What follows belongs to an exercise in optimizing a design on an open flow for small area, a short achievable clock period and few clock cycles; a production flow would make more cautious choices.
At most, simulation tests tie the RTL to the original design; equivalence was not proved.

JK:
## fwdkm_seq
module fwdkm_seq #(
  parameter int unsigned NJ    = 3,
  parameter int unsigned ANG_W = 32,
  parameter int unsigned COS_W = 32,
  parameter int unsigned LEN_W = 16,
  parameter int unsigned ACC_W = 64
) (
  input  logic                 clk,
  input  logic                reset,
  input  logic                in_valid,
  output logic                in_ready,
  input  logic [ANG_W-1:0]    yaw_ang,
  input  logic [NJ*ANG_W-1:0] jnt_ang,
  input  logic [NJ*ANG_W-1:0] jnt_off,
  input  logic [NJ*LEN_W-1:0] link_len,
  input  logic [LEN_W-1:0]    base_h,
  output logic                cos_req_valid,
  input  logic                cos_req_ready,
  output logic [ANG_W-1:0]    cos_req_angle,
  input  logic                cos_rsp_valid,
  input  logic [COS_W-1:0]    cos_rsp_data,
  output logic                out_valid,
  input  logic                out_ready,
  output logic [ACC_W-1:0]    pos_x,
  output logic [ACC_W-1:0]    pos_y,
  output logic [ACC_W-1:0]    pos_z,
  output logic                busy
);
Size in the first run: about 5100 cells after synthesis, ~670 flip-flops, ~550 I/O pins.
export LEC_CHECK = 0
export CAP_MARGIN = 20
export CORE_MARGIN = 5
export CORE_UTILIZATION = 40
export CTS_BUF_LIST = sky130_fd_sc_hd__clkbuf_8
export CTS_CLUSTER_DIAMETER = 80
export CTS_CLUSTER_SIZE = 15
export PLACE_DENSITY = 0.75
export SLEW_MARGIN = 20
export SYNTH_HIERARCHICAL = 1
export TNS_END_PERCENT = 0
create_clock -name core_clock -period 13.0 [get_ports {clk}]
standard.sh (not shown) runs the stock make flow with config.mk's settings and CLKGATE_MAP_FILE= SYNTH_SCRIPT=/design/flow/synth_recipe.tcl, a recipe that flattens the netlist after the stock synthesis.
==> flow/flow/run.sh <==
#!/bin/bash
set -euo pipefail
bash standard.sh SETUP_SLACK_MARGIN=7.5 'BUFFER_PORTS_ARGS=-buffer_cell sky130_fd_sc_hd__buf_1' finish > standard_flow.log 2>&1
Testbench counts of JK, summed over its fixed seeds: cycles 3,144.
Setup changes, JK to MS
Settings: clearing PLACE_DENSITY, which used to be 0.75; swapping 40 for 55 in CORE_UTILIZATION.
Findings:
Relative to JK, the largest net degree at the start of global routing of MS is lower by 1.7%. Total cell area at the placement stage of MS falls short of that of JK slightly.

========
Another version of the RTL of fwdkm_seq (not shown whole).
Size in the first run: about 5300 cells after synthesis, ~670 flip-flops.
==> flow/config.mk <==
export PLATFORM = sky130hd
export DESIGN_NAME = fwdkm_seq
export DESIGN_NICKNAME = fwdkm_seq
export VERILOG_FILES = /design/flow/design.v
export SDC_FILE = /design/flow/constraint.sdc
export NUM_CORES = 4
export LEC_CHECK = 0
export CAP_MARGIN = 20
export CORE_MARGIN = 2
export CORE_UTILIZATION = 40
export SLEW_MARGIN = 20
export SYNTH_HIERARCHICAL = 1
==> flow/constraint.sdc <==
create_clock -name core_clock -period 13.0 [get_ports {clk}]
set_input_delay 2.6000 -clock core_clock [delete_from_list [all_inputs] [get_ports {clk}]]
set_output_delay 2.6000 -clock core_clock [all_outputs]
set_load 0.01 [all_outputs]
run.sh (not shown) runs the stock make flow with config.mk's settings and CLKGATE_MAP_FILE= SYNTH_SCRIPT=/design/flow/synth_recipe.tcl, a recipe that flattens the netlist after the stock synthesis.
Stock flow here: none of the scripts above is used.
Then changed:
==> flow/flow/run.sh (new file) <==
#!/bin/bash
set -euo pipefail
bash standard.sh SETUP_SLACK_MARGIN=7.5 finish > standard_flow.log 2>&1
==> flow/standard.sh (new file) <==
#!/bin/bash
# synth_recipe.tcl (not shown) runs the flow's synth.tcl, then flattens the netlist and writes it again
# the make line also repeats each setting of config.mk as NAME=value (left out here)
make -C /OpenROAD-flow-scripts/flow DESIGN_CONFIG=/design/flow/config.mk WORK_HOME=/design/flow/orfs CLKGATE_MAP_FILE= SYNTH_SCRIPT=/design/flow/synth_recipe.tcl "${@:-finish}"
removed: flow/run.sh
Critical path depth came out higher by 1.
Utilization went up by 1.9 points.
Flip-flop and latch count does not change.
Hold slack gets better by 7.6 ps.
No run of this note included a check of the RTL's function; only the layout flow was run.

========
Another version of the RTL of fwdkm_seq (not shown whole).
Size: roughly 5300 cells after synthesis, ~650 flip-flops, roughly 550 I/O pins, roughly 58000 sq um of cells after synthesis.
export LEC_CHECK = 0
export CAP_MARGIN = 20
export CORE_MARGIN = 2
export CORE_UTILIZATION = 40
export SLEW_MARGIN = 20
export SYNTH_HIERARCHICAL = 1
create_clock -name core_clock -period 13.0 [get_ports {clk}]
standard.sh (not shown) runs the stock make flow with config.mk's settings and CLKGATE_MAP_FILE= SYNTH_SCRIPT=/design/flow/synth_recipe.tcl, a recipe that flattens the netlist after the stock synthesis.
==> flow/flow/run.sh <==
#!/bin/bash
set -euo pipefail
bash standard.sh SETUP_SLACK_MARGIN=7 finish > standard_flow.log 2>&1
Change:
==> flow/run.sh (new file) <==
#!/bin/bash
# synth_recipe.tcl (not shown) runs the flow's synth.tcl, then flattens the netlist and writes it again
# the make line also repeats each setting of config.mk as NAME=value (left out here)
make -C /OpenROAD-flow-scripts/flow DESIGN_CONFIG=/design/flow/config.mk WORK_HOME=/design/flow/orfs CLKGATE_MAP_FILE= SYNTH_SCRIPT=/design/flow/synth_recipe.tcl finish
removed: flow/flow/run.sh
removed: flow/standard.sh
Outcome:
- The new run produced a clean layout
- worst setup slack gets worse by 1.5 ns
- cell area goes down by 2.7%
- synthesized area stays the same
- hold slack gets worse by 0.0088 ns
- cell count goes down by 0.80%
- non-clock buffer count goes down by 64
- synthesized cell count is unchanged
- wire length goes down by 2.9%
Function was not checked in any run of this note: the RTL went through the layout flow alone.

========
Setup of try-nickel:
Another version of the RTL of fwdkm_seq (not shown whole).
Size in the first run: ~5100 cells after synthesis, about 670 flip-flops, ~550 I/O pins, ~58000 µm² of cells after synthesis.
export LEC_CHECK = 0
export CAP_MARGIN = 20
export CORE_MARGIN = 2
export CORE_UTILIZATION = 40
export CTS_BUF_LIST = sky130_fd_sc_hd__clkbuf_8
export CTS_CLUSTER_SIZE = 20
export SLEW_MARGIN = 20
export SYNTH_HIERARCHICAL = 1
create_clock -name core_clock -period 13.0 [get_ports {clk}]
==> flow/flow/run.sh <==
#!/bin/bash
set -euo pipefail
bash standard.sh SETUP_SLACK_MARGIN=7.5 'BUFFER_PORTS_ARGS=-buffer_cell sky130_fd_sc_hd__buf_1' finish > standard_flow.log 2>&1
Testbench counts of try-nickel, summed over its fixed seeds: cycles 3,144.
#### Input delta (try-maple over try-nickel)
diff --git a/flow/config.mk b/flow/config.mk
--- a/flow/config.mk
+++ b/flow/config.mk
@@ -8,7 +8,9 @@
 export CAP_MARGIN = 20
-export CORE_MARGIN = 2
+export CORE_MARGIN = 5
 export CORE_UTILIZATION = 40
 export CTS_BUF_LIST = sky130_fd_sc_hd__clkbuf_8
-export CTS_CLUSTER_SIZE = 20
+export CTS_CLUSTER_DIAMETER = 80
+export CTS_CLUSTER_SIZE = 15
 export SLEW_MARGIN = 20
 export SYNTH_HIERARCHICAL = 1
+export TNS_END_PERCENT = 0
==> comparison <==
When try-maple is measured against try-nickel, its global-route usage turns out 1.2 points lower.
The critical path depth of try-maple is lower than that of try-nickel.
try-maple against try-nickel: synthesis-to-layout area growth saw a decrease; non-clock buffer count lost 4.4%; setup fix buffers added after clock tree synthesis has decreased.
Relative to try-maple, the following input files were edited for try-onyx:
==> flow/flow/run.sh <==
#!/bin/bash
set -euo pipefail
bash standard.sh SETUP_SLACK_MARGIN=7.5 finish > standard_flow.log 2>&1
==> flow/config.mk <==
export PLATFORM = sky130hd
export DESIGN_NAME = fwdkm_seq
export DESIGN_NICKNAME = fwdkm_seq
export VERILOG_FILES = /design/flow/design.v
export SDC_FILE = /design/flow/constraint.sdc
export NUM_CORES = 4
export LEC_CHECK = 0
export CAP_MARGIN = 20
export CORE_MARGIN = 2
export CORE_UTILIZATION = 40
export SLEW_MARGIN = 20
export SYNTH_HIERARCHICAL = 1
### Flow results
Compared with try-maple, in try-onyx largest driver fanout on the critical path has decreased; worst setup margin has increased; global-route usage over all layers has increased. Number of nets in the finished design went up slightly going from try-maple to try-onyx. Any difference in core area between try-onyx and try-maple is small enough to ignore. try-onyx ended with every stage complete and zero timing, DRC or antenna violations.
Edits applied to the flow inputs when going from try-onyx to try-harbor:
==> flow/flow/run.sh <==
#!/bin/bash
set -euo pipefail
bash standard.sh SETUP_SLACK_MARGIN=7.0 'BUFFER_PORTS_ARGS=-buffer_cell sky130_fd_sc_hd__buf_1' finish > standard_flow.log 2>&1
diff --git a/flow/config.mk b/flow/config.mk
--- a/flow/config.mk
+++ b/flow/config.mk
@@ -8,5 +8,9 @@
 export CAP_MARGIN = 20
-export CORE_MARGIN = 2
+export CORE_MARGIN = 5
 export CORE_UTILIZATION = 40
+export CTS_BUF_LIST = sky130_fd_sc_hd__clkbuf_8
+export CTS_CLUSTER_DIAMETER = 80
+export CTS_CLUSTER_SIZE = 15
 export SLEW_MARGIN = 20
 export SYNTH_HIERARCHICAL = 1
+export TNS_END_PERCENT = 0
[summary]
Cell count of try-harbor falls short of that of try-onyx slightly. In try-harbor, via count is lower than in try-onyx. try-onyx ended up with bm_one[1] as its critical path launch point; try-harbor ended up with bm_one[0]. try-onyx has lower clock latency reported for the late side of the worst-skew pair than try-harbor. Going from try-onyx to try-harbor, total CTS buffers decreased by 13 relative to the old numbers; wire length of the first global-routing pass decreased by about 5% relative to the old numbers; clock-pin slew of the registers on the worst-case setup and hold paths increased by 0.03 ns relative to the old numbers; register fraction of the total cell area increased by 3.3 points relative to the old numbers. Where post-layout minimum cycle time is concerned, try-onyx is better than try-harbor.

[separate check: timing with driven ports]
The results above use ideal ports. As a check the final layouts listed here were re-extracted and re-timed, cells and wires unchanged.
Step 1, drivers: a clkbuf_16 drives clk and a buf_2 each remaining input, both assumed.
Step 2, shift: input delay + t, output delay - t, t = (earliest + latest rising clock arrival at the registers) / 2. This alone moves slack from input paths to output paths.
a / b / c = ideal ports / drivers / drivers and shift; a / b = the first two.
| run | t, ns | setup slack, ns | cell pins on the clock port's net |
|---|---|---|---|
| JK | 0.796 | 7.083 / 7.081 / 6.696 | 1 |
| MS | 0.815 | 7.105 / 7.078 / 7.001 | 1 |
| the first run of note 2 | 0.776 | 5.926 / 5.926 / 5.926 | 1 |
| the second run of note 2 | 0.769 | 6.770 / 6.770 / 6.770 | 1 |
| the first run of note 3 | 0.768 | 6.872 / 6.872 / 6.582 | 1 |
| the second run of note 3 | 0.770 | 5.346 / 5.346 / 5.346 | 1 |
| try-nickel | 0.955 | 7.099 / 7.099 / 6.952 | 1 |
| try-maple | 0.846 | 7.091 / 7.014 / 6.913 | 1 |
| try-onyx | 0.784 | 7.106 / 7.106 / 6.820 | 1 |
| try-harbor | 0.860 | 7.077 / 7.052 / 6.747 | 1 |
After both steps every run listed still meets setup and hold. For JK, which loses most, drivers alone change the setup slack by -0.002 ns; drivers and shift together by -0.387 ns.
